Context: an optimization exercise on an open-source flow, tuned for a short achievable clock period and few clock cycles per item. The choices shown serve that exercise and are no tape-out recipe. Function was checked by simulation only, so behaviour that the tests miss may differ from the original. Power is estimated from default activity; no workload was simulated.

--- design/flow/run.sh ---
#!/bin/bash
# synth_recipe.tcl (not shown) runs the flow's synth.tcl, then flattens the netlist and writes it again
# the make line also repeats each setting of config.mk as NAME=value (left out here)
make -C /OpenROAD-flow-scripts/flow DESIGN_CONFIG=/design/flow/config.mk WORK_HOME=/design/flow/orfs CLKGATE_MAP_FILE= SYNTH_SCRIPT=/design/flow/synth_recipe.tcl finish
--- design/flow/config.mk ---
export PLATFORM = sky130hd
export DESIGN_NAME = mipsCore
export DESIGN_NICKNAME = mipsCore
export VERILOG_FILES = /design/flow/design.v
export SDC_FILE = /design/flow/constraint.sdc
export NUM_CORES = 4
export LEC_CHECK = 0
export CAP_MARGIN = 20
export CORE_MARGIN = 2
export CORE_UTILIZATION = 25
export PLACE_DENSITY = 0.4
export SLEW_MARGIN = 20
--- design/flow/constraint.sdc ---
create_clock -name core_clock -period 12.0 [get_ports {clk}]
set_input_delay 2.4000 -clock core_clock [delete_from_list [all_inputs] [get_ports {clk}]]
set_output_delay 2.4000 -clock core_clock [all_outputs]
set_load 0.01 [all_outputs]
--- design/flow/design.v ---
package mipsPkg;
    localparam int numRegs   = 32;
    localparam int dmemWords = 128;
    typedef logic [31:0] word_t;
    typedef logic [4:0]  regAddr_t;
    typedef logic [$clog2(dmemWords)-1:0] dmemAddr_t;
    typedef logic [5:0]  opcode_t;
    typedef logic [5:0]  funct_t;
    typedef logic [4:0]  shamt_t;
    localparam word_t wordBytes = 32'd4;
    localparam regAddr_t linkReg = 5'd31;
    localparam opcode_t opRType = 6'h00;
    localparam opcode_t opJ     = 6'h02;
    localparam opcode_t opJal   = 6'h03;
    localparam opcode_t opBeq   = 6'h04;
    localparam opcode_t opBne   = 6'h05;
    localparam opcode_t opAddi  = 6'h08;
    localparam opcode_t opLw    = 6'h23;
    localparam opcode_t opSw    = 6'h2b;
    localparam funct_t fnSll = 6'h00;
    localparam funct_t fnSrl = 6'h02;
    localparam funct_t fnJr  = 6'h08;
    localparam funct_t fnAdd = 6'h20;
    localparam funct_t fnSub = 6'h22;
    localparam funct_t fnAnd = 6'h24;
    localparam funct_t fnOr  = 6'h25;
    localparam funct_t fnSlt = 6'h2a;
    typedef enum logic [2:0] {
        aluAnd = 3'd0,
        aluOr  = 3'd1,
        aluAdd = 3'd2,
        aluSub = 3'd3,
        aluSlt = 3'd4,
        aluSll = 3'd5,
        aluSrl = 3'd6
    } aluOp_t;
    typedef struct packed {
        logic   aluSrc;
        logic   memToReg;
        logic   regWrite;
        logic   memRead;
        logic   memWrite;
        logic   branch;
        logic   branchNe;
        logic   jump;
        logic   link;
        logic   jumpReg;
        aluOp_t aluOp;
    } ctrl_t;
endpackage
`timescale 1ns/1ns
module instrDecoder (
    input  mipsPkg::word_t    instr,
    output mipsPkg::ctrl_t    ctrl,
    output mipsPkg::regAddr_t rsAddr,
    output mipsPkg::regAddr_t rtAddr,
    output mipsPkg::regAddr_t wrAddr,
    output mipsPkg::word_t    imm,
    output mipsPkg::shamt_t   shamt,
    output logic [25:0]       target
);
    mipsPkg::opcode_t  opcode;
    mipsPkg::funct_t   funct;
    mipsPkg::regAddr_t rdAddr;
    assign opcode = instr[31:26];
    assign funct  = instr[5:0];
    assign rsAddr = instr[25:21];
    assign rtAddr = instr[20:16];
    assign rdAddr = instr[15:11];
    assign shamt  = instr[10:6];
    assign target = instr[25:0];
    assign imm = {{16{instr[15]}}, instr[15:0]};
    always_comb begin
        ctrl = '0;
        case (opcode)
            mipsPkg::opRType: begin
                case (funct)
                    mipsPkg::fnAdd: begin
                        ctrl.regWrite = 1'b1;
                        ctrl.aluOp    = mipsPkg::aluAdd;
                    end
                    mipsPkg::fnSub: begin
                        ctrl.regWrite = 1'b1;
                        ctrl.aluOp    = mipsPkg::aluSub;
                    end
                    mipsPkg::fnAnd: begin
                        ctrl.regWrite = 1'b1;
                        ctrl.aluOp    = mipsPkg::aluAnd;
                    end
                    mipsPkg::fnOr: begin
                        ctrl.regWrite = 1'b1;
                        ctrl.aluOp    = mipsPkg::aluOr;
                    end
                    mipsPkg::fnSlt: begin
                        ctrl.regWrite = 1'b1;
                        ctrl.aluOp    = mipsPkg::aluSlt;
                    end
                    mipsPkg::fnSll: begin
                        ctrl.regWrite = 1'b1;
                        ctrl.aluOp    = mipsPkg::aluSll;
                    end
                    mipsPkg::fnSrl: begin
                        ctrl.regWrite = 1'b1;
                        ctrl.aluOp    = mipsPkg::aluSrl;
                    end
                    mipsPkg::fnJr: begin
                        ctrl.jumpReg = 1'b1;
                    end
                    default: ctrl = '0;
                endcase
            end
            mipsPkg::opAddi: begin
                ctrl.aluSrc   = 1'b1;
                ctrl.regWrite = 1'b1;
                ctrl.aluOp    = mipsPkg::aluAdd;
            end
            mipsPkg::opLw: begin
                ctrl.aluSrc   = 1'b1;
                ctrl.memToReg = 1'b1;
                ctrl.regWrite = 1'b1;
                ctrl.memRead  = 1'b1;
                ctrl.aluOp    = mipsPkg::aluAdd;
            end
            mipsPkg::opSw: begin
                ctrl.aluSrc   = 1'b1;
                ctrl.memWrite = 1'b1;
                ctrl.aluOp    = mipsPkg::aluAdd;
            end
            mipsPkg::opBeq: begin
                ctrl.branch = 1'b1;
                ctrl.aluOp  = mipsPkg::aluSub;
            end
            mipsPkg::opBne: begin
                ctrl.branch   = 1'b1;
                ctrl.branchNe = 1'b1;
                ctrl.aluOp    = mipsPkg::aluSub;
            end
            mipsPkg::opJ: begin
                ctrl.jump = 1'b1;
            end
            mipsPkg::opJal: begin
                ctrl.jump     = 1'b1;
                ctrl.link     = 1'b1;
                ctrl.regWrite = 1'b1;
            end
            default: ctrl = '0;
        endcase
    end
    always_comb begin
        if (opcode == mipsPkg::opJal) begin
            wrAddr = mipsPkg::linkReg;
        end else if (opcode == mipsPkg::opRType) begin
            wrAddr = rdAddr;
        end else begin
            wrAddr = rtAddr;
        end
    end
endmodule
`timescale 1ns/1ns
module regFile (
    input  logic              clk,
    input  logic              rst_n,
    input  mipsPkg::regAddr_t rsAddr,
    input  mipsPkg::regAddr_t rtAddr,
    input  mipsPkg::regAddr_t wrAddr,
    input  logic              wrEn,
    input  mipsPkg::word_t    wrData,
    output mipsPkg::word_t    rsData,
    output mipsPkg::word_t    rtData
);
    mipsPkg::word_t regs [mipsPkg::numRegs];
    logic           wrHit;
    assign wrHit = wrEn && (wrAddr != '0);
    always_ff @(posedge clk or negedge rst_n) begin
        if (!rst_n) begin
            for (int i = 0; i < mipsPkg::numRegs; i++) begin
                regs[i] <= '0;
            end
        end else if (wrHit) begin
            regs[wrAddr] <= wrData;
        end
    end
    assign rsData = regs[rsAddr];
    assign rtData = regs[rtAddr];
endmodule
`timescale 1ns/1ns
module alu (
    input  mipsPkg::aluOp_t op,
    input  mipsPkg::word_t  a,
    input  mipsPkg::word_t  b,
    input  mipsPkg::shamt_t shamt,
    output mipsPkg::word_t  result,
    output logic            zero
);
    always_comb begin
        case (op)
            mipsPkg::aluAnd: begin
                result = a & b;
            end
            mipsPkg::aluOr: begin
                result = a | b;
            end
            mipsPkg::aluAdd: begin
                result = a + b;
            end
            mipsPkg::aluSub: begin
                result = a - b;
            end
            mipsPkg::aluSlt: begin
                result = ($signed(a) < $signed(b)) ? 32'd1 : 32'd0;
            end
            mipsPkg::aluSll: begin
                result = b << shamt;
            end
            mipsPkg::aluSrl: begin
                result = b >> shamt;
            end
            default: begin
                result = '0;
            end
        endcase
    end
    assign zero = (result == '0);
endmodule
`timescale 1ns/1ns
module pcUnit (
    input  logic           clk,
    input  logic           rst_n,
    input  mipsPkg::ctrl_t ctrl,
    input  logic           zero,
    input  mipsPkg::word_t imm,
    input  logic [25:0]    target,
    input  mipsPkg::word_t rsData,
    output mipsPkg::word_t pc,
    output mipsPkg::word_t pcPlus4
);
    mipsPkg::word_t nextPc;
    mipsPkg::word_t branchAddr;
    mipsPkg::word_t jumpAddr;
    logic           branchTaken;
    assign pcPlus4 = pc + mipsPkg::wordBytes;
    assign branchTaken = ctrl.branch && (zero != ctrl.branchNe);
    assign branchAddr = pcPlus4 + {imm[29:0], 2'b00};
    assign jumpAddr   = {pcPlus4[31:28], target, 2'b00};
    always_comb begin
        if (ctrl.jumpReg) begin
            nextPc = rsData;
        end else if (ctrl.jump) begin
            nextPc = jumpAddr;
        end else if (branchTaken) begin
            nextPc = branchAddr;
        end else begin
            nextPc = pcPlus4;
        end
    end
    always_ff @(posedge clk or negedge rst_n) begin
        if (!rst_n) begin
            pc <= '0;
        end else begin
            pc <= nextPc;
        end
    end
endmodule
`timescale 1ns/1ns
module mipsCore (
    input  logic               clk,
    input  logic               rst_n,
    input  mipsPkg::word_t     instr,
    input  mipsPkg::word_t     readData,
    output mipsPkg::word_t     instrAddr,
    output logic               cen,
    output logic               wen,
    output logic               oen,
    output mipsPkg::dmemAddr_t dmemAddr,
    output mipsPkg::word_t     writeData
);
    mipsPkg::ctrl_t    ctrl;
    mipsPkg::regAddr_t rsAddr;
    mipsPkg::regAddr_t rtAddr;
    mipsPkg::regAddr_t wrAddr;
    mipsPkg::word_t    imm;
    mipsPkg::shamt_t   shamt;
    logic [25:0]       target;
    mipsPkg::word_t rsData;
    mipsPkg::word_t rtData;
    mipsPkg::word_t aluB;
    mipsPkg::word_t aluResult;
    logic           aluZero;
    mipsPkg::word_t wbData;
    mipsPkg::word_t pc;
    mipsPkg::word_t pcPlus4;
    instrDecoder u_instrDecoder (
        .instr  (instr),
        .ctrl   (ctrl),
        .rsAddr (rsAddr),
        .rtAddr (rtAddr),
        .wrAddr (wrAddr),
        .imm    (imm),
        .shamt  (shamt),
        .target (target)
    );
    regFile u_regFile (
        .clk    (clk),
        .rst_n  (rst_n),
        .rsAddr (rsAddr),
        .rtAddr (rtAddr),
        .wrAddr (wrAddr),
        .wrEn   (ctrl.regWrite),
        .wrData (wbData),
        .rsData (rsData),
        .rtData (rtData)
    );
    assign aluB = ctrl.aluSrc ? imm : rtData;
    alu u_alu (
        .op     (ctrl.aluOp),
        .a      (rsData),
        .b      (aluB),
        .shamt  (shamt),
        .result (aluResult),
        .zero   (aluZero)
    );
    pcUnit u_pcUnit (
        .clk     (clk),
        .rst_n   (rst_n),
        .ctrl    (ctrl),
        .zero    (aluZero),
        .imm     (imm),
        .target  (target),
        .rsData  (rsData),
        .pc      (pc),
        .pcPlus4 (pcPlus4)
    );
    always_comb begin
        if (ctrl.link) begin
            wbData = pcPlus4;
        end else if (ctrl.memToReg) begin
            wbData = readData;
        end else begin
            wbData = aluResult;
        end
    end
    assign instrAddr = pc;
    assign cen = ~(ctrl.memRead | ctrl.memWrite);
    assign wen = ~ctrl.memWrite;
    assign oen = ~ctrl.memRead;
    assign dmemAddr  = aluResult[8:2];
    assign writeData = rtData;
endmodule
==> results.txt <==
[area by class of cell]
| class | count | area [sq um] |
|---|---|---|
| repair buffers | 697 | 6040 |
| well taps | 3402 | 4260 |
| inverters | 128 | 480 |
| fillers | 27400 | 182000 |
| clock buffers | 178 | 3700 |
| flip-flops and latches | 1056 | 26400 |
| multi-input cells | 6009 | 35800 |
| clock inverters | 54 | 769 |
| diodes | 25 | 62.6 |
[metrics by stage]
stage	cell area (sq um)	util	power [W]
3_3_place_gp	72900	0.281	0.00563
4_1_cts	77400	0.299	0.00982
3_5_place_dp	72900	0.282	0.00563
2_1_floorplan	65000	-	0.00467
5_1_grt	77400	0.299	0.0101
6_report	77500	0.299	0.00981
[worst min path at each step]
stage               slack, ns                           endpoint
floorplan                0.44  u_regFile.regs[0][24]$_DFFE_PN0P_
global placement         0.39   u_regFile.regs[0][1]$_DFFE_PN0P_
detailed placement       0.40  u_regFile.regs[0][11]$_DFFE_PN0P_
CTS                      0.41  u_regFile.regs[0][11]$_DFFE_PN0P_
global route             0.42   u_regFile.regs[0][1]$_DFFE_PN0P_
finish                   0.41  u_regFile.regs[0][11]$_DFFE_PN0P_
[cells in the final DEF (no fill, tap or decap), drive strengths merged, types with 187 or more instances in the layout]
cell,instances
a21oi,208
nand4,187
nand2,1502
a221oi,207
a22oi,202
nor2,370
buf,567
nand3,463
dfrtp,1056
o21ai,1064
and3,384
[synth_stat cells, types with 30 or more instances]
cell and instances:
a211oi_1 72, nor2_1 370, o21ai_0 1050, nand3_1 463, a22o_1 168, buf_2 82, o211ai_1 32, mux2i_1 61
o22ai_1 52, nor3_1 99, nand2_1 1502, a2111oi_0 86, dfrtp_1 1056, ha_1 126, nor4_1 51, inv_1 123
a221oi_1 204, xnor2_1 45, o32a_1 34, a22oi_1 202, a21oi_1 204, and3_1 384, buf_6 30, clkbuf_1 611
nand4_1 187
[worst max-delay path, cell delays in order]
cell	delay [ns]
clkdlybuf4s50_1	0.90
nand3_1	0.46
nor2_4	0.89
a22o_1	0.39
a221oi_1	0.07
nand3_1	0.12
o32a_1	0.47
ha_1	0.40
nor2b_1	0.20
o31ai_1	0.21
buf_4	0.19
nand2b_1	0.06
a21oi_1	0.17
xor2_1	0.16
o22ai_1	0.10
nor3_1	0.22
buf_4	0.16
nor4bb_1	0.28
buf_4	0.17
or4b_4	0.51
clkdlybuf4s50_1	0.51
[kinds of logic after synthesis]
| kind of cell | count (synthesis) | share of synthesized area |
|---|---|---|
| muxes | 83 | 0.0150 |
| adders and majority gates | 129 | 0.0252 |
| buffers and inverters | 880 | 0.0563 |
| DFF | 1056 | 0.407 |
| AOI/OAI and AO/OA | 2446 | 0.249 |
| and+or+nand+nor | 3283 | 0.239 |
| xor gates and xnor gates | 68 | 0.00916 |
[sequential cells by signal, summed over array words and instances, names as in the netlist]
register,count
u_regFile.regs,1024
u_pcUnit.pc,32
[power by group through the flow]
| stage | clock (W) | sequential [W] | combinational (W) |
|---|---|---|---|
| floorplan | 0 | 0.00381 | 0.000863 |
| global placement | 0 | 0.00383 | 0.00180 |
| detailed placement | 0 | 0.00383 | 0.00179 |
| CTS | 0.00425 | 0.00377 | 0.00180 |
| global route | 0.00438 | 0.00378 | 0.00192 |
| finish | 0.00420 | 0.00378 | 0.00184 |
[routing by layer]
layer | GRT usage | share of wire | vias up
li1 | - | - | 29300
met1 | 0.451 | 0.40 | 36400
met2 | 0.516 | 0.42 | 5371
met3 | 0.0903 | 0.10 | 1521
met4 | 0.237 | 0.080 | 26
met5 | 0 | 0.00038 | -
==> flow_summary_export.csv <==
group,metric,value,unit
place,dp.cells,11300,
place,io_buffer_count,139,
critical_path,cp-end-kind,"output port",
floorplanning,die_w,514,um
critical_path,worstSetupEndpoint,"dmemAddr[4]",
clock_network,clock_latency,0.87,ns
route,drc,0,
global_route,grt-ovfl-total,0,
floorplanning,dieArea,0.264,sq mm
critical_path,rrSetupSlack,3.23,ns
pwr,power_density,127,mW/mm^2
floorplanning,ios,140,
layout,fin_nets,8218,
sta,finalWorstSetupSlack,0.509,ns
critical_path,rr_startpoint,"u_regFile.regs[10][7]$_DFFE_PN0P_",
clock_network,clkSinkCount,1056,
pwr,seq_power_share,0.385,
route,vias,72600,
sta,tns,0,ns
pwr,p_int,0.00661,W
logic_synthesis,synth-edff-count,0,
logic_synthesis,syn_inst,7945,
logic_synthesis,avgSynthCellArea,8.18,sq um
global_route,grtUsageTotal,0.351,
route,drt-pass1-iter-count,8,
layout,synthToLayoutAreaGrowth,19.2,%
logic_synthesis,synth.area.top_cells,"dfrtp_1, nand2_1, o21ai_0",
logic_synthesis,synth_top_area_frac,0.407,
logic_synthesis,async_reset_ff_frac,1.00,
pwr,p_clk_frac,0.428,
sta,finalMaxSlewViolations,0,
global_route,grt_pass1_vias,67900,
route,postRouteAntennaNets,0,
run,drv_cap,0,
clock_network,cts_root_buf,"clkbuf_16",
outcome,outcome,"timing/DRC/antenna clean",
pwr,p_leak,34.1,nW
sta,fin_worst_skew,0.0855,ns
place,place_ws,0.137,ns
sta,setup_viol,0,
critical_path,critPathArrivalTime,9.09,ns
critical_path,r2r_cells,28,
route,drtIter0Drc,11700,
route,totalWireLength,477000,um
floorplanning,core_area,0.259,sq mm
critical_path,path_max_fanout,15,
layout,drive_gt1_frac,0.125,
route,vias_per_cell,6.29,
floorplanning,die_y,514,um
clock_network,cts_hold_buf,0,
pwr,pwr-share-comb,0.188,
clock_network,cts_tree,"built",
pwr,p_sw,0.00320,W
critical_path,r2r_end,"u_pcUnit.pc[17]$_DFF_PN0_",
logic_synthesis,syn_area,0.0650,sq mm
place,place.gp.congestion,1.04,
sta,rsz0062_at_grt,"no",
sta,hold_violations,0,
sta,fmaxAchievable,87.0,MHz
global_route,grt_antenna_before_repair,47,
pwr,p_sw_frac,0.326,
clock_network,postCtsSetupBuffers,0,
clock_network,htree_levels,4,
clock_network,clk_pin_slew,0.06,ns
worst_hold_path,min_path_cells,0,
clock_network,cts-resized-gates,0,
worst_hold_path,hp-class,"reg -> reg",
critical_path,worstSetupPathType,"in -> out",
sta,fin_crit,11.49,ns
global_route,grt_pass1_wl,637000,um
place,place_hpwl,342000,um
clock_network,clock_path_buffers,3,
sta,fin_crit_sh,0.958,
critical_path,crit_required,9.60,ns
worst_hold_path,hp-start,"u_regFile.regs[0][11]$_DFFE_PN0P_",
clock_network,cts_inserted_buffers,131,
logic_synthesis,ys_seq_area_frac,0.407,
logic_synthesis,synth_flop_cell,"dfrtp_1",
logic_synthesis,ys_ff_latch,1056,
sta,finalHoldWorstSlack,0.411,ns
critical_path,crit_start,"instr[23]",
sta,worst_pin_slew,1.21,ns
layout,fin_cells,11500,
logic_synthesis,yosys.area.top_type,"dfrtp_1",
pwr,ir_worst_vdd,0.139,mV
floorplanning,initial_core_util,0.251,
critical_path,start_kind,"input port",
logic_synthesis,yosysUniqueCellTypes,108,
route,wl_per_cell,41.3,um
logic_synthesis,syn-num-nets,8140,
sta,slew-limit-headroom,0.172,
logic_synthesis,yosysWarnings,6,
floorplanning,row_count,187,
global_route,grt_max_degree,156,
Testbench counts, summed over its fixed seeds: cycles 94,968, instrs 94,968.

-- re-timing with driven ports --
The results above use ideal ports. As a check the final layout listed here was re-extracted and re-timed, cells and wires unchanged. Step 1: set_driving_cell puts a clkbuf_16 on clk and a buf_2 on each other input, an assumption about the parent block. Step 2 adds t to the input delays and takes it off the output delays; t is the mean of the earliest and latest rising clock arrival at the registers after step 1. Input paths then give back, and output paths get back, about the clock's delay inside the block. Three values: ideal ports, drivers, drivers and shift; two values: the first two.
t (ns): 0.922
setup slack, ns: 0.509 / 0.447 / -0.192
hold slack, ns: 0.411 / 0.411 / 0.411
slew at the worst register clock pin (ns): 0.07 / 0.07
worst data-port slew with drivers (ns): 0.14
Met with ideal ports but missed after step 2: setup timing in this run. For this run, drivers alone change the setup slack by -0.062 ns; drivers and shift together by -0.701 ns.
